What follows belongs to an exercise in optimizing a design on an open flow for small area, a short achievable clock period and few clock cycles; a production flow would make more cautious choices.
Only simulation tests tie the RTL to the original design; equivalence was not proved.

## flow/design.v (module list and top-level ports; edited modules follow where they fit)
// module feature_ram: 39 lines
// module conv_csa0: 1138 lines
// module conv_csa1: 894 lines
// module conv_csa2: 1283 lines
// module mac_array: 113 lines
// module layer_sequencer: 96 lines
// module conv_layer_top: 78 lines
module conv_layer_top (
  input  wire                                 clk,
  input  wire                                 reset,
  input  wire                                 ld_req,
  input  wire [4-1:0]              ld_addr,
  input  wire [4*16-1:0]  ld_data,
  input  wire                                 start_req,
  input  wire [4-1:0]              rd_addr,
  output logic                                ld_ack,
  output logic                                start_ack,
  output logic [4*16-1:0] rd_data
);
  // ...
==> flow/flow/run.sh <==
#!/bin/bash
set -euo pipefail
MARGIN=7.3
export BUFFER_PORTS_ARGS="-buffer_cell sky130_fd_sc_hd__buf_4"
sed -e "s/ SETUP_SLACK_MARGIN=[0-9.]*//" -e "s/ \"\${@:-finish}\"/ SETUP_SLACK_MARGIN=${MARGIN} \"\${@:-finish}\"/" standard.sh > standard_margin.sh
grep -q "SETUP_SLACK_MARGIN=${MARGIN}" standard_margin.sh
bash standard_margin.sh > standard.log 2>&1
==> flow/standard.sh <==
#!/bin/bash
# synth_recipe.tcl (not shown) runs the flow's synth.tcl, then flattens the netlist and writes it again
# the make line also repeats each setting of config.mk as NAME=value (left out here)
make -C /OpenROAD-flow-scripts/flow DESIGN_CONFIG=/design/flow/config.mk WORK_HOME=/design/flow/orfs CLKGATE_MAP_FILE= SYNTH_SCRIPT=/design/flow/synth_recipe.tcl "${@:-finish}"
==> flow/config.mk <==
export PLATFORM = sky130hd
export DESIGN_NAME = conv_layer_top
export DESIGN_NICKNAME = conv_layer_top
export VERILOG_FILES = /design/flow/design.v
export SDC_FILE = /design/flow/constraint.sdc
export NUM_CORES = 4
export LEC_CHECK = 0
export ABC_CLOCK_PERIOD_IN_PS = 4000
export CAP_MARGIN = 20
export CORE_MARGIN = 2
export CORE_UTILIZATION = 40
export CTS_BUF_LIST = sky130_fd_sc_hd__clkbuf_8 sky130_fd_sc_hd__clkbuf_16
export CTS_CLUSTER_DIAMETER = 60
export CTS_CLUSTER_SIZE = 20
export PLACE_DENSITY = 0.6
export SETUP_SLACK_MARGIN = 5
export SLEW_MARGIN = 20
==> flow/constraint.sdc <==
create_clock -name core_clock -period 11.0 [get_ports {clk}]
set_input_delay 2.2000 -clock core_clock [delete_from_list [all_inputs] [get_ports {clk}]]
set_output_delay 2.2000 -clock core_clock [all_outputs]
set_load 0.01 [all_outputs]
==> summary.md, run 1 <==
| Metric | Value |
|---|---|
| Seq Cell Count | `2,866` |
| Overall Global Routing Usage | `26.32%` |
| Vias in the first global route | `77,496` |
| CP max stage delay | `0.58 ns` |
| Most frequent cell after synthesis | `edfxtp_1` |
| Crit Path Class | `input port to flip-flop` |
| Status | `timing/DRC/antenna clean` |
| Core Region | `311,100 µm²` |
| Busiest grt layer | `met2` |
| Layout cells sized above 1 | `roughly 18%` |
| Slew Limit Fails | `0` |
| CTS H-tree lvls | `4` |
| Die Wd | `approximately 560 µm` |
| # Taps | `4,140` |
| Mean Syn Cell Area | `14.71 µm²` |
| Least-Margin Pin Slew | `1.202 ns` |
| Hold WS | `0.3302 ns` |
| Global-route wire length before repair | `588,500 µm` |
| Synth area leader | `edfxtp_1` |
| FF+latch count, synth | `2,866` |
| Final hold violations | `0` |
| Worst setup path end | `u_map.u_rdata[69]` |
| Synth Area in XOR/XNOR | `1.355%` |
| N_diodes | `11` |
| Top area cells in the synthesized netlist | `edfxtp_1 54%, dfxtp_1 10%, fa_1 9.6%` |
| Most flops, register | `u_map.mem_u` |
| Compound-Gate Fraction of Synth Area | `10.93%` |
| RSZ-0062 raised after global routing | `true` |
| Ys flop type | `edfxtp_1` |
| # fillers | `between 20,000 and 30,000` |
| Port bufs | `between 100 and 150` |
| Top cells by count, synth | `2,240 x edfxtp_1, 964 x inv_1, 828 x a22oi_1` |
| Sequential area share after synthesis | `63.94%` |
| Final Cell Area | `around 150,000 µm²` |
| Final WL | `around 430,000 µm` |
| Largest family of logic cells by synthesized area | `adder cells` |
| Final core occ | `46.63%` |
Testbench counts, summed over its fixed seeds: cycles 3,264.
==> run 2, diff against run 1 <==
==> flow/flow/run.sh (replaced) <==
#!/bin/bash
set -euo pipefail
MARGIN=7.5
export BUFFER_PORTS_ARGS="-buffer_cell sky130_fd_sc_hd__buf_4"
sed -e "s/ SETUP_SLACK_MARGIN=[0-9.]*//" -e "s/ \"\${@:-finish}\"/ SETUP_SLACK_MARGIN=${MARGIN} \"\${@:-finish}\"/" standard.sh > standard_margin.sh
grep -q "SETUP_SLACK_MARGIN=${MARGIN}" standard_margin.sh
bash standard_margin.sh > standard.log 2>&1
==> run 2 against run 1 <==
  * Non-clock buffer count grew 161
  * Global-route usage is 0.087 points higher
  * Count of clock-buffer cells in the layout fell by 1
  * Wire length about the same
  * Core utilization is 1.1 points higher
  * Setup slack got worse by 0.10 ns
  * Maximum frequency shrank 2.6%
  * Critical endpoint unchanged
  * Largest cell class unchanged
==> summary.md, run 2 <==
| Metric | Value |
|---|---|
| Status | `timing/DRC/antenna clean (unchanged)` |
| Placed inst area | `133,000 µm² (about the same)` |
| Inst Count DP | `12,641 (was 12,649)` |
| Global-route wire length before repair | `592,300 µm (was 588,500 µm)` |
| Hold crit path type | `flip-flop to flip-flop (unchanged)` |
| Starting Density | `40.11% (unchanged)` |
| Final hold violations | `0 (unchanged)` |
| Mean Syn Cell Area | `14.71 µm² (unchanged)` |
| Type of element launching the critical path | `input port (unchanged)` |
| Final WL | `425,800 µm (about the same)` |
| CP required | `11.75 ns (was 11.77 ns)` |
| Initial antenna violation count | `18 (was 19)` |
| HPWL Detailed | `246,600 µm (was 253,400 µm)` |
| Die Y | `562.5 µm (unchanged)` |
| Mapped cell area | `124,800 µm² (unchanged)` |
| Hold path depth | `0 (unchanged)` |
| Worst r2r src | `u_mac.a4[1] (was u_mac.c2_q[4])` |
| CTS H-tree lvls | `4 (unchanged)` |
| EDFF count, synth | `2,240 (unchanged)` |
| Slew Limit Fails | `0 (unchanged)` |
| Clk buf depth | `4 (unchanged)` |
| Biggest regs | `u_map.mem_u x1152, u_map.mem_m x960, u_mac.c0_q x149 (unchanged)` |
| Final Cell Area | `148,400 µm² (was 145,100 µm²)` |
| Least-Margin Pin Slew | `1.156 ns (was 1.202 ns)` |
| Max transition margin | `22.92% (was 19.86%)` |
| Area grow syn2layout | `18.94% (was 16.26%)` |
| Syn nets | `9,665 (unchanged)` |
| Crit Path Class | `input port to flip-flop (unchanged)` |
| Worst hold endpoint | `u_mac.a1[3] (was u_mac.a1[1])` |
| Overflow after GRT | `0 (unchanged)` |
| Commonest non-fill, non-tap cell in the layout | `edfxtp_1 (unchanged)` |
| Crit path DAT | `4.70 ns (was 4.61 ns)` |
| Setup TNS | `0 ns (unchanged)` |
| Commonest cells after routing, fill and taps aside | `2,240 x edfxtp_1, 941 x inv_1, 798 x a22oi_1, 538 x buf_4, 493 x dfxtp_1 (was 2,240 x edfxtp_1, 985 x inv_1, 794 x a22oi_1, 506 x buf_4, 504 x fa_1)` |
| Final WS setup | `7.054 ns (was 7.157 ns)` |
| Minimum clock period | `3.946 ns (was 3.843 ns)` |
| Via count | `78,994 (was 78,010)` |
| Vias in the first global route | `78,600 (was 77,496)` |
| Cts bufs inserted | `198 (was 193)` |
| First-pass iteration count of the detailed router | `6 (was 9)` |
| Max FFs per register | `1,152 (unchanged)` |
| Layout cells sized above 1 | `20.90% (was 17.63%)` |
| Nets | `10,387 (was 10,221)` |
| Post-Syn Instances | `8,484 (unchanged)` |
| Drt wl/cell | `31.51 µm (was 31.92 µm)` |
| Die ar. | `316,500 µm² (unchanged)` |
| Worst setup EP type | `flip-flop (unchanged)` |
| Port bufs | `141 (unchanged)` |
| Clock Latency Late Sink | `0.93 ns (about the same)` |
| Top cells by count, synth | `2,240 x edfxtp_1, 964 x inv_1, 828 x a22oi_1 (unchanged)` |
| Yosys Warn Count | `3 (unchanged)` |
| Fmax | `253.4 MHz (was 260.2 MHz)` |
| Post-DR vias/cell | `5.844 (was 5.847)` |
| Top area cells in the synthesized netlist | `edfxtp_1 54%, dfxtp_1 10%, fa_1 9.6% (unchanged)` |
| Crit Reg-Reg Endpoint | `u_map.u_rdata[69] (was u_mac.s1[13])` |
| Final core occ | `47.71% (was 46.63%)` |
| Max Cap Viol | `0 (unchanged)` |
| # fillers | `26,432 (was 26,737)` |
| Die Wd | `562.5 µm (unchanged)` |
| GPL Wtd Cong | `0.8879 (was 0.8955)` |
| Most flops, register | `u_map.mem_u (unchanged)` |
| DP Worst Slack | `5.215 ns (was 4.925 ns)` |
| Sink Count | `2,866 (unchanged)` |
| Final non-filler cell total | `13,516 (was 13,341)` |
| Residual antenna-violating net count after detailed routing | `0 (unchanged)` |
| Ys flop type | `edfxtp_1 (unchanged)` |
| CTS root buf | `clkbuf_16 (unchanged)` |
| Post-synth ARST share | `0% (unchanged)` |
| Overall Global Routing Usage | `26.41% (was 26.32%)` |
| R2r worst-path depth | `10 (was 18)` |
| Final critical-path share of the clock period | `35.87% (was 34.94%)` |
| Initial DRC count | `10,639 (was 9,967)` |
| CTS tree | `done (unchanged)` |
| Yosys cell types | `96 (unchanged)` |
| Core Region | `311,100 µm² (unchanged)` |
| R2R setup slack | `7.16 ns (was 7.18 ns)` |
| Largest fanout on the critical path | `3 (was 5)` |
| Drt drc | `0 (unchanged)` |
| Final setup fails | `0 (unchanged)` |
| I/O pin count | `142 (unchanged)` |
| Sequential area share after synthesis | `63.94% (unchanged)` |
| Setup crit start | `rd_addr[0] (unchanged)` |
| Most frequent cell after synthesis | `edfxtp_1 (unchanged)` |
| Largest net degree at the start of global routing | `65 (was 63)` |
| Clock transition at the registers of the reported paths | `0.08 ns (about the same)` |
| Worst Skew | `0.08585 ns (was 0.07652 ns)` |
| Worst hold start | `u_mac.a0[3] (was u_mac.a0[1])` |
| Yosys top cell area share | `53.90% (unchanged)` |
| Row count | `205 (unchanged)` |
| Synth area leader | `edfxtp_1 (unchanged)` |
| RSZ-0062 raised after global routing | `true (unchanged)` |
| FF+latch count, synth | `2,866 (unchanged)` |
-- run 2: cell counts after synthesis --
Identical to the previous run, type by type.
-- run 2: layer usage --
layer  up-vias  part of all wire (%)  global-route usage [%]
li1      32841                     -                       -
met1     40550                    38                   34.48
met2      4650                    46                   42.50
met3       945                   9.7                   4.579
met4         8                   6.2                   13.25
met5         -                 0.021                       0
-- run 2: final cells by class --
class	count	area [µm²]	share of cell area (%)
Sequential cell	2866	80170	54.01
Multi-Input combinational cell	4341	44000	29.65
Timing Repair Buffer	834	9062	6.106
Tap cell	4140	5180	3.490
Clock buffer	207	5135	3.460
Inverter	965	3721	2.507
Clock inverter	152	1130	0.7612
Antenna cell	11	27.53	0.01855
-- run 2: critical path: stages --
cell and delay [ns]:
buf_12 0.09, clkinvlp_4 0.12, a31oi_4 0.22, buf_6 0.15, nor3_4 0.05, buf_12 0.16, a2111o_1 0.37, or4_4 0.62
a211o_1 0.31, a21oi_2 0.13, o21bai_4 0.14, o211ai_1 0.12
-- run 2: timing repair --
item / CTS / global route
cloned: 43 / 2
resized for setup: 720 / 255
setup endpoints to repair: 552 / 353
setup buffers: 356 / 104
pin swaps: 177 / 181
hold buffers: 0 / 0
-- run 2: logic make-up (layout without fill, tap and decap cells) --
kind of cell               after synthesis  in the layout  share of synthesized area (%)
buffers and inverters                 1280           2158                          3.907
other                                    0             11                              0
DFF                                   2866           2866                          63.94
adders and majority gates             1105           1105                          14.68
AOI/OAI and AO/OA                     1873           1875                          10.93
muxes                                   73             73                         0.6387
xor gates and xnor gates               193            193                          1.355
and+or+nand+nor                       1094           1095                          4.550
-- run 2: worst max-delay path by stage --
stage | to | slack [ns] | cells after the start
2_1_floorplan | u_map.u_rdata[69] | 6.65 | 9
3_3_place_gp | u_map.u_rdata[49] | 5.22 | 12
3_5_place_dp | u_map.u_rdata[42] | 5.21 | 12
4_1_cts | u_map.u_rdata[69] | 7.16 | 12
5_1_grt | u_map.u_rdata[69] | 7.03 | 12
6_report | u_map.u_rdata[69] | 7.05 | 12
-- run 2: through the flow --
stage	hold slack, ns
after floorplan	0.3096
after global routing	0.3364
after detailed placement	0.3121
final	0.3293
after CTS	0.3279
after global placement	0.3120
==> module mac_array, before the edit <==
module mac_array (
  input  wire                         clk,
  input  wire                         reset,
  input  wire                         ld_we,      
  input  wire [4-1:0]      ld_addr,
  input  wire [63:0]                  ld_data,
  input  wire                         m_ld,       
  input  wire                         inject,     
  input  wire [4-1:0]      rc_pos,
  input  wire [59:0]                  rc_m,       
  input  wire [71:0]                  rc_u,       
  input  wire                         zero_s,     
  input  wire                         skip_sel,   
  output logic                        busy,       
  output logic                        busy_rd,    
  output logic                        m_we,
  output logic [4-1:0]     m_waddr,
  output logic [59:0]                 m_wdata,
  output logic                        u_we,
  output logic [4-1:0]     u_waddr,
  output logic [71:0]                 u_wdata
);
  localparam int L = 4;
  logic [159:0] c0_q;
  logic [115:0] c1_q, c1_p;
  logic [131:0] c2_q, c2_p;
  logic [59:0]  y0_q, m_q;
  logic [63:0]  s1, s2;         
  logic [3:0]   a0, a1, a2, a3, a4;
  logic         v0, v1, v2, v3, v4;
  logic [63:0]  x_in, y0_x, m_x, s_in;
  logic [159:0] c0_d, c1_d, c2_d;
  logic [59:0]  y0_d, m_d;
  logic [71:0]  u_d;
  logic [63:0]  skip_rec;
  function automatic logic [28:0] half_add(logic [19:0] a, logic [19:0] b);
    logic [10:0] lo;
    lo = {1'b0, a[9:0]} + {1'b0, b[9:0]};
    half_add = {b[19:10], a[19:10], lo[10], lo[9:2]};
  endfunction
  function automatic logic [17:0] half_rest(logic [28:0] p);
    half_rest = {p[18:9] + p[28:19] + {9'd0, p[8]}, p[7:0]};
  endfunction
  function automatic logic [32:0] half_add6(logic [19:0] a, logic [19:0] b);
    logic [6:0] lo;
    lo = {1'b0, a[5:0]} + {1'b0, b[5:0]};
    half_add6 = {b[19:6], a[19:6], lo[6], lo[5:2]};
  endfunction
  function automatic logic [17:0] half_rest6(logic [32:0] p);
    half_rest6 = {p[18:5] + p[32:19] + {13'd0, p[4]}, p[3:0]};
  endfunction
  function automatic logic [14:0] relu_clamp(logic [19:0] t);
    if (t[19])             relu_clamp = 15'd0;
    else if (|t[18:17])    relu_clamp = 15'h7fff;
    else                   relu_clamp = t[16:2];
  endfunction
  for (genvar i = 0; i < L; i++) begin : g_lane
    logic [19:0] t0;
    logic [17:0] t1, t2;    
    assign t0 = c0_q[i*40 +: 20] + c0_q[i*40+20 +: 20];
    assign t1 = half_rest(c1_q[i*29 +: 29]);
    assign t2 = half_rest6(c2_q[i*33 +: 33]);
    assign c1_p[i*29 +: 29] = half_add(c1_d[i*40 +: 20], c1_d[i*40+20 +: 20]);
    assign c2_p[i*33 +: 33] = half_add6(c2_d[i*40 +: 20], c2_d[i*40+20 +: 20]);
    assign y0_d[i*15 +: 15] = relu_clamp(t0);
    assign m_d[i*15 +: 15]  = relu_clamp({t1, 2'b00});
    assign u_d[i*18 +: 18]  = {t2[17] && !(t2[16] && t2[15]),
                               !t2[17] && (t2[16] || t2[15]),
                               t2[15:0]};
    assign y0_x[i*16 +: 16] = {1'b0, y0_q[i*15 +: 15]};
    assign m_x[i*16 +: 16]  = {1'b0, m_q[i*15 +: 15]};
    assign x_in[i*16 +: 16] = inject ? m_x[i*16 +: 16] : ld_data[i*16 +: 16];
    assign skip_rec[i*16 +: 16] = rc_u[i*18 +: 16] - t2[15:0];
  end
  assign s_in = zero_s ? '0 : s2;
  conv_csa0 u_s0 (.x(x_in), .r(c0_d));
  conv_csa1 u_s1 (.x(y0_x), .r(c1_d));
  conv_csa2 u_s2 (.x(m_x),  .a(s_in), .r(c2_d));
  always_ff @(posedge clk) begin
    if (ld_we)         s1 <= ld_data;
    else if (skip_sel) s1 <= skip_rec;
    a0   <= inject ? rc_pos : ld_addr;
    c0_q <= c0_d;
    y0_q <= y0_d;
    c1_q <= c1_p;
    m_q  <= m_ld ? rc_m : m_d;
    c2_q <= c2_p;
    if (v1) s2 <= s1;
    a1 <= a0;
    a2 <= a1;
    a3 <= a2;
    a4 <= a3;
  end
  always_ff @(posedge clk) begin
    if (reset) begin
      {v0, v1, v2, v3, v4} <= '0;
    end else begin
      v0 <= ld_we || inject;
      v1 <= v0;
      v2 <= v1;
      v3 <= v2;
      v4 <= v3;
    end
  end
  assign busy    = v0 || v1 || v2 || v3 || v4;
  assign busy_rd = v0 || v1 || v2;
  assign m_we    = v3;
  assign m_waddr = a3;
  assign m_wdata = m_q;
  assign u_we    = v4;
  assign u_waddr = a4;
  assign u_wdata = u_d;
endmodule
==> run 3, diff against run 2 <==
--- a/flow/design.v
+++ b/flow/design.v
@@ -3384,8 +3384,8 @@
 );
   localparam int L = 4;
   logic [159:0] c0_q;
-  logic [115:0] c1_q, c1_p;
-  logic [131:0] c2_q, c2_p;
+  logic [115:0] c1_q, c2_q;
+  logic [115:0] c1_p, c2_p;
   logic [59:0]  y0_q, m_q;
   logic [63:0]  s1, s2;         
   logic [3:0]   a0, a1, a2, a3, a4;
@@ -3403,14 +3403,6 @@
   function automatic logic [17:0] half_rest(logic [28:0] p);
     half_rest = {p[18:9] + p[28:19] + {9'd0, p[8]}, p[7:0]};
   endfunction
-  function automatic logic [32:0] half_add6(logic [19:0] a, logic [19:0] b);
-    logic [6:0] lo;
-    lo = {1'b0, a[5:0]} + {1'b0, b[5:0]};
-    half_add6 = {b[19:6], a[19:6], lo[6], lo[5:2]};
-  endfunction
-  function automatic logic [17:0] half_rest6(logic [32:0] p);
-    half_rest6 = {p[18:5] + p[32:19] + {13'd0, p[4]}, p[3:0]};
-  endfunction
   function automatic logic [14:0] relu_clamp(logic [19:0] t);
     if (t[19])             relu_clamp = 15'd0;
     else if (|t[18:17])    relu_clamp = 15'h7fff;
@@ -3421,9 +3413,9 @@
     logic [17:0] t1, t2;    
     assign t0 = c0_q[i*40 +: 20] + c0_q[i*40+20 +: 20];
     assign t1 = half_rest(c1_q[i*29 +: 29]);
-    assign t2 = half_rest6(c2_q[i*33 +: 33]);
+    assign t2 = half_rest(c2_q[i*29 +: 29]);
     assign c1_p[i*29 +: 29] = half_add(c1_d[i*40 +: 20], c1_d[i*40+20 +: 20]);
-    assign c2_p[i*33 +: 33] = half_add6(c2_d[i*40 +: 20], c2_d[i*40+20 +: 20]);
+    assign c2_p[i*29 +: 29] = half_add(c2_d[i*40 +: 20], c2_d[i*40+20 +: 20]);
     assign y0_d[i*15 +: 15] = relu_clamp(t0);
     assign m_d[i*15 +: 15]  = relu_clamp({t1, 2'b00});
     assign u_d[i*18 +: 18]  = {t2[17] && !(t2[16] && t2[15]),
==> flow/flow/run.sh (replaced) <==
#!/bin/bash
set -euo pipefail
MARGIN=7
export BUFFER_PORTS_ARGS="-buffer_cell sky130_fd_sc_hd__buf_4"
sed -e "s/ SETUP_SLACK_MARGIN=[0-9.]*//" -e "s/ \"\${@:-finish}\"/ SETUP_SLACK_MARGIN=${MARGIN} \"\${@:-finish}\"/" standard.sh > standard_margin.sh
grep -q "SETUP_SLACK_MARGIN=${MARGIN}" standard_margin.sh
bash standard_margin.sh > standard.log 2>&1
==> run 3 against run 2 <==
  * Core utilization decreased by 1.9 points
  * Wire length decreased by 6.6%
  * Count of clock-buffer cells in the layout increased by 20
  * Sequential share of layout area increased by 2.3 points
  * Non-clock buffer count decreased by 400
  * Maximum frequency decreased by 3.6%
  * Die area decreased by 0.50%
  * Synthesized cell count decreased by 1.5%
  * Critical path depth increased by 4
  * Via count decreased by 5.6%
  * Critical path type is now flip-flop to flip-flop
  * Critical endpoint is now u_mac.c2_q[7]
==> summary.md, run 3 <==
| Metric | Value |
|---|---|
| Cts bufs inserted | `215 (was 198)` |
| Clock transition at the registers of the reported paths | `0.08 ns (about the same)` |
| Max FFs per register | `1,152 (unchanged)` |
| Most frequent cell after synthesis | `edfxtp_1 (unchanged)` |
| Largest net degree at the start of global routing | `73 (was 65)` |
| Mapped cell area | `124,200 µm² (was 124,800 µm²)` |
| Drt wl/cell | `30.59 µm (was 31.51 µm)` |
| CP required | `11.83 ns (was 11.75 ns)` |
| CTS H-tree lvls | `4 (unchanged)` |
| Syn nets | `9,540 (was 9,665)` |
| Top Metal Used | `met4 (was met5)` |
| Via count | `74,608 (was 78,994)` |
| Residual antenna-violating net count after detailed routing | `0 (unchanged)` |
| Max Cap Viol | `0 (unchanged)` |
| M1 wire length | `155,200 µm (was 160,200 µm)` |
| Final critical-path share of the clock period | `37.22% (was 35.87%)` |
| Setup TNS | `0 ns (unchanged)` |
| Placed inst area | `132,400 µm² (was 133,000 µm²)` |
| EDFF count, synth | `2,240 (unchanged)` |
| RSZ-0062 raised after global routing | `true (unchanged)` |
| Starting Density | `40.20% (was 40.11%)` |
| Mean Syn Cell Area | `14.85 µm² (was 14.71 µm²)` |
| Clock Latency Late Sink | `0.94 ns (was 0.93 ns)` |
| Worst setup EP type | `flip-flop (unchanged)` |
| Least-Margin Pin Slew | `1.168 ns (was 1.156 ns)` |
| Slew Limit Fails | `0 (unchanged)` |
| Synth area leader | `edfxtp_1 (unchanged)` |
| HPWL Detailed | `248,200 µm (was 246,600 µm)` |
| Yosys Warn Count | `3 (unchanged)` |
| Post-synth ARST share | `0% (unchanged)` |
| Vias in the first global route | `75,882 (was 78,600)` |
| Overall Global Routing Usage | `24.94% (was 26.41%)` |
| Area grow syn2layout | `13.84% (was 18.94%)` |
| CTS tree | `done (unchanged)` |
| DR WL met2 | `191,000 µm (was 198,000 µm)` |
| Crit path DAT | `4.92 ns (was 4.70 ns)` |
| Type of element launching the critical path | `flip-flop (was input port)` |
| Final WL | `397,800 µm (was 425,800 µm)` |
| Die Wd | `561.1 µm (was 562.5 µm)` |
| Sink Count | `2,850 (was 2,866)` |
| Clk buf depth | `4 (unchanged)` |
| Status | `timing/DRC/antenna clean (unchanged)` |
| Ys flop type | `edfxtp_1 (unchanged)` |
| Die Y | `561.1 µm (was 562.5 µm)` |
| Hold crit path type | `flip-flop to flip-flop (unchanged)` |
| Hold Buf Count CTS | `0 (unchanged)` |
| Final Cell Area | `141,300 µm² (was 148,400 µm²)` |
| Port bufs | `141 (unchanged)` |
| Post-DR vias/cell | `5.737 (was 5.844)` |
| Nets | `9,878 (was 10,387)` |
| Commonest non-fill, non-tap cell in the layout | `edfxtp_1 (unchanged)` |
| Yosys cell types | `89 (was 96)` |
| Initial DRC count | `8,757 (was 10,639)` |
| Layout cells sized above 1 | `13.80% (was 20.90%)` |
| Most flops, register | `u_map.mem_u (unchanged)` |
| Crit Path Class | `flip-flop to flip-flop (was input port to flip-flop)` |
| Final hold violations | `0 (unchanged)` |
| Routed met3 length | `28,910 µm (was 41,340 µm)` |
| Drt drc | `0 (unchanged)` |
| Post-Syn Instances | `8,359 (was 8,484)` |
| Minimum clock period | `4.094 ns (was 3.946 ns)` |
| Fmax | `244.2 MHz (was 253.4 MHz)` |
| Row count | `204 (was 205)` |
| Worst Skew | `0.06496 ns (was 0.08585 ns)` |
| Final core occ | `45.76% (was 47.71%)` |
| I/O pin count | `142 (unchanged)` |
| Sequential area share after synthesis | `64.01% (was 63.94%)` |
| Max transition margin | `21.61% (was 22.92%)` |
| Overflow after GRT | `0 (unchanged)` |
| Commonest cells after routing, fill and taps aside | `2,240 x edfxtp_1, 940 x inv_1, 558 x dfxtp_1, 555 x fa_1, 524 x a22oi_1 (was 2,240 x edfxtp_1, 941 x inv_1, 798 x a22oi_1, 538 x buf_4, 493 x dfxtp_1)` |
| First-pass iteration count of the detailed router | `6 (unchanged)` |
| Yosys top cell area share | `54.18% (was 53.90%)` |
| Biggest regs | `u_map.mem_u x1152, u_map.mem_m x960, u_mac.c0_q x149 (unchanged)` |
| Largest fanout on the critical path | `4 (was 3)` |
| Initial antenna violation count | `15 (was 18)` |
| Die ar. | `314,900 µm² (was 316,500 µm²)` |
| GPL Wtd Cong | `0.9028 (was 0.8879)` |
| Top area cells in the synthesized netlist | `edfxtp_1 54%, dfxtp_1 9.8%, fa_1 9.6% (was edfxtp_1 54%, dfxtp_1 10%, fa_1 9.6%)` |
| Core Region | `308,800 µm² (was 311,100 µm²)` |
| FF+latch count, synth | `2,850 (was 2,866)` |
| Global-route wire length before repair | `561,400 µm (was 592,300 µm)` |
| Top cells by count, synth | `2,240 x edfxtp_1, 941 x inv_1, 610 x dfxtp_1 (was 2,240 x edfxtp_1, 964 x inv_1, 828 x a22oi_1)` |
| # fillers | `26,967 (was 26,432)` |
| CTS root buf | `clkbuf_16 (unchanged)` |
| Final setup fails | `0 (unchanged)` |
==> run 3: metal layers <==
| metal | up-vias | global-route usage, % |
|---|---|---|
| li1 | 31736 | - |
| met1 | 38872 | 32.15 |
| met2 | 3315 | 41.60 |
| met3 | 685 | 3.308 |
| met4 | 0 | 12.11 |
| met5 | - | 0 |
==> run 3: cells by family after synthesis <==
group | synth area share (%)
DFF | 64.01
buffers and inverters | 3.875
xor gates and xnor gates | 1.164
muxes | 0.6580
adders and majority gates | 14.75
AOI/OAI and AO/OA | 11.17
and+or+nand+nor | 4.369
==> run 3: layout make-up <==
class                           instances  area, µm²  area share (%)
Sequential cell                      2850      79580           56.31
Timing Repair Buffer                  434       3899           2.758
Clock inverter                        173       1645           1.164
Multi-Input combinational cell       4255      41890           29.64
Inverter                              941       3572           2.527
Tap cell                             4120       5155           3.647
Clock buffer                          227       5579           3.947
Antenna cell                            5      12.51        0.008852
==> run 3: final timing paths <==
check	startpoint	cells past startpoint	end	slack, ns
worst max-delay path	u_mac.m_q[32]	16	u_mac.c2_q[7]	6.91
worst min-delay path	u_mac.a1[1]	0	u_mac.a2[1]	0.32
worst max register to register	u_mac.m_q[32]	16	u_mac.c2_q[7]	6.91
worst min register to register	u_mac.a1[1]	0	u_mac.a2[1]	0.32
==> run 3: critical path, stage by stage (launching register included) <==
cell and delay (ns):
dfxtp_2 0.36, buf_12 0.14, clkinvlp_4 0.14, fa_1 0.54, inv_2 0.04, fa_1 0.52, inv_2 0.04, fa_1 0.55
ha_4 0.22, a21oi_4 0.14, nor2b_2 0.06, o21a_1 0.19, o21a_1 0.21, o21a_1 0.21, o31a_1 0.34, nor2_2 0.14
xnor2_1 0.14
==> run 3: metrics by stage <==
stage | worst slack [ns] | instances | hold slack, ns
floorplan | 6.685 | 8359 | 0.3096
finish | 6.906 | 13005 | 0.3217
global placement | 5.323 | 12510 | 0.3132
CTS | 6.945 | 12973 | 0.3202
global route | 6.740 | 13002 | 0.3247
detailed placement | 5.326 | 12510 | 0.3121
==> run 3: repair_timing <==
action / CTS / global route
pin swaps: 9 / 31
setup buffers: 55 / 26
cloned: 8 / 1
endpoints found under the setup margin: 215 / 97
gates resized for setup: 118 / 65
hold endpoints to repair: 0 / 0
Testbench counts of run 3, summed over its fixed seeds: cycles 3,264.
==> run 4, diff against run 3 <==
==> flow/flow/run.sh (replaced) <==
#!/bin/bash
set -euo pipefail
MARGIN=7.15
export BUFFER_PORTS_ARGS="-buffer_cell sky130_fd_sc_hd__buf_4"
sed -e "s/ SETUP_SLACK_MARGIN=[0-9.]*//" -e "s/ \"\${@:-finish}\"/ SETUP_SLACK_MARGIN=${MARGIN} \"\${@:-finish}\"/" standard.sh > standard_margin.sh
grep -q "SETUP_SLACK_MARGIN=${MARGIN}" standard_margin.sh
bash standard_margin.sh > standard.log 2>&1
==> run 4 against run 3 <==
  * Still clean on timing, DRC and antenna
  * Sequential share of layout area fell by 0.66 points
  * Count of clock-buffer cells in the layout fell by 6
  * Clock skew rose by 0.011 ns
  * Sequential cell count did not move
  * Worst hold slack improved by 0.0078 ns
  * Maximum frequency fell by 0.52%
  * Register-to-register slack got worse by 0.02 ns
  * Synthesized cell count did not move
  * Area after synthesis did not move
  * Setup slack got worse by 0.021 ns
  * Critical path type unchanged
==> summary.md, run 4 <==
| Metric | Value |
|---|---|
| Hold WS | `0.3294 ns (was 0.3217 ns)` |
| # fillers | `26,714 (was 26,967)` |
| Max transition margin | `14.18% (was 21.61%)` |
| Largest net degree at the start of global routing | `73 (unchanged)` |
| GPL Wtd Cong | `0.9069 (was 0.9028)` |
| Inst Count DP | `12,504 (was 12,510)` |
| Top cells by count, synth | `2,240 x edfxtp_1, 941 x inv_1, 610 x dfxtp_1 (unchanged)` |
| Fmax | `243.0 MHz (was 244.2 MHz)` |
| Overall Global Routing Usage | `25.29% (was 24.94%)` |
| Final setup fails | `0 (unchanged)` |
| Yosys cell types | `89 (unchanged)` |
| RSZ-0062 raised after global routing | `true (unchanged)` |
| Sink Count | `2,850 (unchanged)` |
| Residual antenna-violating net count after detailed routing | `0 (unchanged)` |
| CTS tree | `done (unchanged)` |
| Initial DRC count | `9,792 (was 8,757)` |
| CP bufs+invs | `5 (was 4)` |
| CP cell instances | `clkinvlp_4 -> fa_2 -> inv_2 -> fa_2 -> fa_1 -> fa_1 -> ha_1 -> o21a_1 -> o21a_1 -> o21a_1 -> buf_6 -> buf_6 -> o21a_1 -> buf_6 -> nor2_4 (was buf_12 -> clkinvlp_4 -> fa_1 -> inv_2 -> fa_1 -> inv_2 -> fa_1 -> ha_4 -> a21oi_4 -> nor2b_2 -> o21a_1 -> o21a_1 -> o21a_1 -> o31a_1 -> nor2_2 -> xnor2_1)` |
| Die Y | `561.1 µm (unchanged)` |
| Commonest non-fill, non-tap cell in the layout | `edfxtp_1 (unchanged)` |
| Vias in the first global route | `76,217 (was 75,882)` |
| Hold Buf Count CTS | `0 (unchanged)` |
| Worst setup EP type | `flip-flop (unchanged)` |
| Most frequent cell after synthesis | `edfxtp_1 (unchanged)` |
| Ys flop type | `edfxtp_1 (unchanged)` |
| Clock Latency Late Sink | `0.93 ns (was 0.94 ns)` |
| Type of element launching the critical path | `flip-flop (unchanged)` |
| Post-Syn Instances | `8,359 (unchanged)` |
| Crit Path Class | `flip-flop to flip-flop (unchanged)` |
| Post-DR vias/cell | `5.807 (was 5.737)` |
| Die Wd | `561.1 µm (unchanged)` |
| EDFF count, synth | `2,240 (unchanged)` |
| Max FFs per register | `1,152 (unchanged)` |
| CP required | `11.85 ns (was 11.83 ns)` |
| Slew Limit Fails | `0 (unchanged)` |
| CTS root buf | `clkbuf_16 (unchanged)` |
| Mapped cell area | `124,200 µm² (unchanged)` |
| Starting Density | `40.20% (unchanged)` |
| HPWL Detailed | `250,200 µm (was 248,200 µm)` |
| Synth area leader | `edfxtp_1 (unchanged)` |
| Global-route wire length before repair | `567,900 µm (was 561,400 µm)` |
| Die ar. | `314,900 µm² (unchanged)` |
| Initial antenna violation count | `18 (was 15)` |
| CTS H-tree lvls | `4 (unchanged)` |
| Final critical-path share of the clock period | `37.41% (was 37.22%)` |
| Top Metal Used | `met5 (was met4)` |
| Nets | `9,954 (was 9,878)` |
| Clock transition at the registers of the reported paths | `0.08 ns (about the same)` |
| Port bufs | `141 (unchanged)` |
| Final hold violations | `0 (unchanged)` |
| Crit path DAT | `4.97 ns (was 4.92 ns)` |
| Minimum clock period | `4.116 ns (was 4.094 ns)` |
| DR WL met2 | `196,600 µm (was 191,000 µm)` |
| CP max stage delay | `0.55 ns (about the same)` |
| Row count | `204 (unchanged)` |
| Largest fanout on the critical path | `3 (was 4)` |
| Family with the most delay on the worst path | `adder cells (unchanged)` |
| FF+latch count, synth | `2,850 (unchanged)` |
| Syn nets | `9,540 (unchanged)` |
| Cts bufs inserted | `213 (was 215)` |
| Worst Skew | `0.07626 ns (was 0.06496 ns)` |
| Final WL | `415,900 µm (was 397,800 µm)` |
| Max Cap Viol | `0 (unchanged)` |
| Hold crit path type | `flip-flop to flip-flop (unchanged)` |
| Crit-path slowest cell | `fa_2 (was fa_1)` |
| Top area cells in the synthesized netlist | `edfxtp_1 54%, dfxtp_1 9.8%, fa_1 9.6% (unchanged)` |
| Overflow after GRT | `0 (unchanged)` |
| Area grow syn2layout | `15.23% (was 13.84%)` |
| Routed met3 length | `36,170 µm (was 28,910 µm)` |
| Mean Syn Cell Area | `14.85 µm² (unchanged)` |
| Commonest cells after routing, fill and taps aside | `2,240 x edfxtp_1, 947 x inv_1, 536 x dfxtp_1, 524 x a22oi_1, 521 x fa_1 (was 2,240 x edfxtp_1, 940 x inv_1, 558 x dfxtp_1, 555 x fa_1, 524 x a22oi_1)` |
| Clk buf depth | `4 (unchanged)` |
| First-pass iteration count of the detailed router | `8 (was 6)` |
| Cell repeated most along the worst path | `o21a_1` |
| Core Region | `308,800 µm² (unchanged)` |
| Via count | `76,009 (was 74,608)` |
| Post-synth ARST share | `0% (unchanged)` |
| Yosys Warn Count | `3 (unchanged)` |
| Most flops, register | `u_map.mem_u (unchanged)` |
| Drt wl/cell | `31.77 µm (was 30.59 µm)` |
| Least-Margin Pin Slew | `1.274 ns (was 1.168 ns)` |
| Placed inst area | `132,500 µm² (was 132,400 µm²)` |
| M1 wire length | `155,600 µm (was 155,200 µm)` |
| Final Cell Area | `143,100 µm² (was 141,300 µm²)` |
| Biggest regs | `u_map.mem_u x1152, u_map.mem_m x960, u_mac.c0_q x149 (unchanged)` |
| Final non-filler cell total | `13,089 (was 13,005)` |
| Sequential area share after synthesis | `64.01% (unchanged)` |
| Layout cells sized above 1 | `15.64% (was 13.80%)` |
| I/O pin count | `142 (unchanged)` |
| Status | `timing/DRC/antenna clean (unchanged)` |
| Drt drc | `0 (unchanged)` |
| Setup TNS | `0 ns (unchanged)` |
| Yosys top cell area share | `54.18% (unchanged)` |
[run 4: path summary, 6_finish.rpt]
check / depth (start not counted) / startpoint / end / slack [ns]
worst max-delay path: 15 / u_mac.m_q[17] / u_mac.c2_q[5] / 6.88
worst min-delay path: 0 / u_mac.a2[2] / u_mac.a3[2] / 0.33
worst max register to register: 15 / u_mac.m_q[17] / u_mac.c2_q[5] / 6.88
worst min register to register: 0 / u_mac.a2[2] / u_mac.a3[2] / 0.33
[run 4: cell families (layout without fill, tap and decap cells)]
logic type / count (synthesis) / after routing / share of synthesized area [%]
compound gates: 1844 / 1845 / 11.17
simple gates: 1066 / 1067 / 4.369
mux: 74 / 74 / 0.6580
buf+inv: 1255 / 1849 / 3.875
xor+xnor: 165 / 165 / 1.164
flops: 2850 / 2850 / 64.01
other cells: 0 / 14 / 0
fa+ha+maj: 1105 / 1105 / 14.75
[run 4: stage by stage]
stage,worst slack (ns),util [%]
final,6.884,46.32
after global routing,6.770,46.32
after CTS,6.876,45.77
after detailed placement,5.464,42.91
after global placement,5.465,42.90
after floorplan,6.685,-
[run 4: what timing repair did]
item | 4_1_cts | 5_1_grt
setup endpoints to repair | 230 | 143
resized for setup | 171 | 157
buffers inserted | 75 | 77
pin swaps | 38 | 57
gates cloned | 3 | 18
[run 4: layer usage]
| layer | up-vias | GRT usage, % |
|---|---|---|
| li1 | 31906 | - |
| met1 | 39404 | 32.22 |
| met2 | 3895 | 41.84 |
| met3 | 794 | 3.731 |
| met4 | 10 | 13.35 |
| met5 | - | 0 |
[run 4: final cells by class]
cell class	instances	area [µm²]	share of cell area (%)
diodes	14	35.03	0.02449
clock buffers	221	5463	3.818
clock inverters	176	1956	1.367
inverters	941	3575	2.499
multi-input cells	4256	42390	29.63
flip-flops and latches	2850	79620	55.65
well taps	4120	5155	3.603
repair buffers	511	4877	3.409

==> separate check: timing with driven ports <==
No port has a modelled driver above. Below, the same layouts with a new extraction and two added sets of constraints.
Step 1 assumes that a clkbuf_16 drives the clock port and a buf_2 every other input.
Step 2, shift: input delay + t, output delay - t, t = (earliest + latest rising clock arrival at the registers) / 2. This alone moves slack from input paths to output paths.
Three values: no drivers, after step 1, after step 2; two values: the first two.
run	t, ns	slack for setup (ns)	slew at the worst register clock pin (ns)	worst slew at a driven data input, ns	pins driven straight from the clock port
run 1	0.996	7.157 / 7.119 / 6.123	0.09 / 0.09	0.15	1
run 2	0.995	7.054 / 7.070 / 6.075	0.09 / 0.09	0.12	1
run 3	1.005	6.906 / 6.906 / 6.012	0.09 / 0.09	0.08	1
run 4	0.996	6.884 / 6.884 / 6.180	0.09 / 0.09	0.07	1
After both steps setup and hold are still met in every run listed. The setup slack of run 1, which loses most, moves by -0.038 ns with the drivers and by -1.034 ns with both steps.
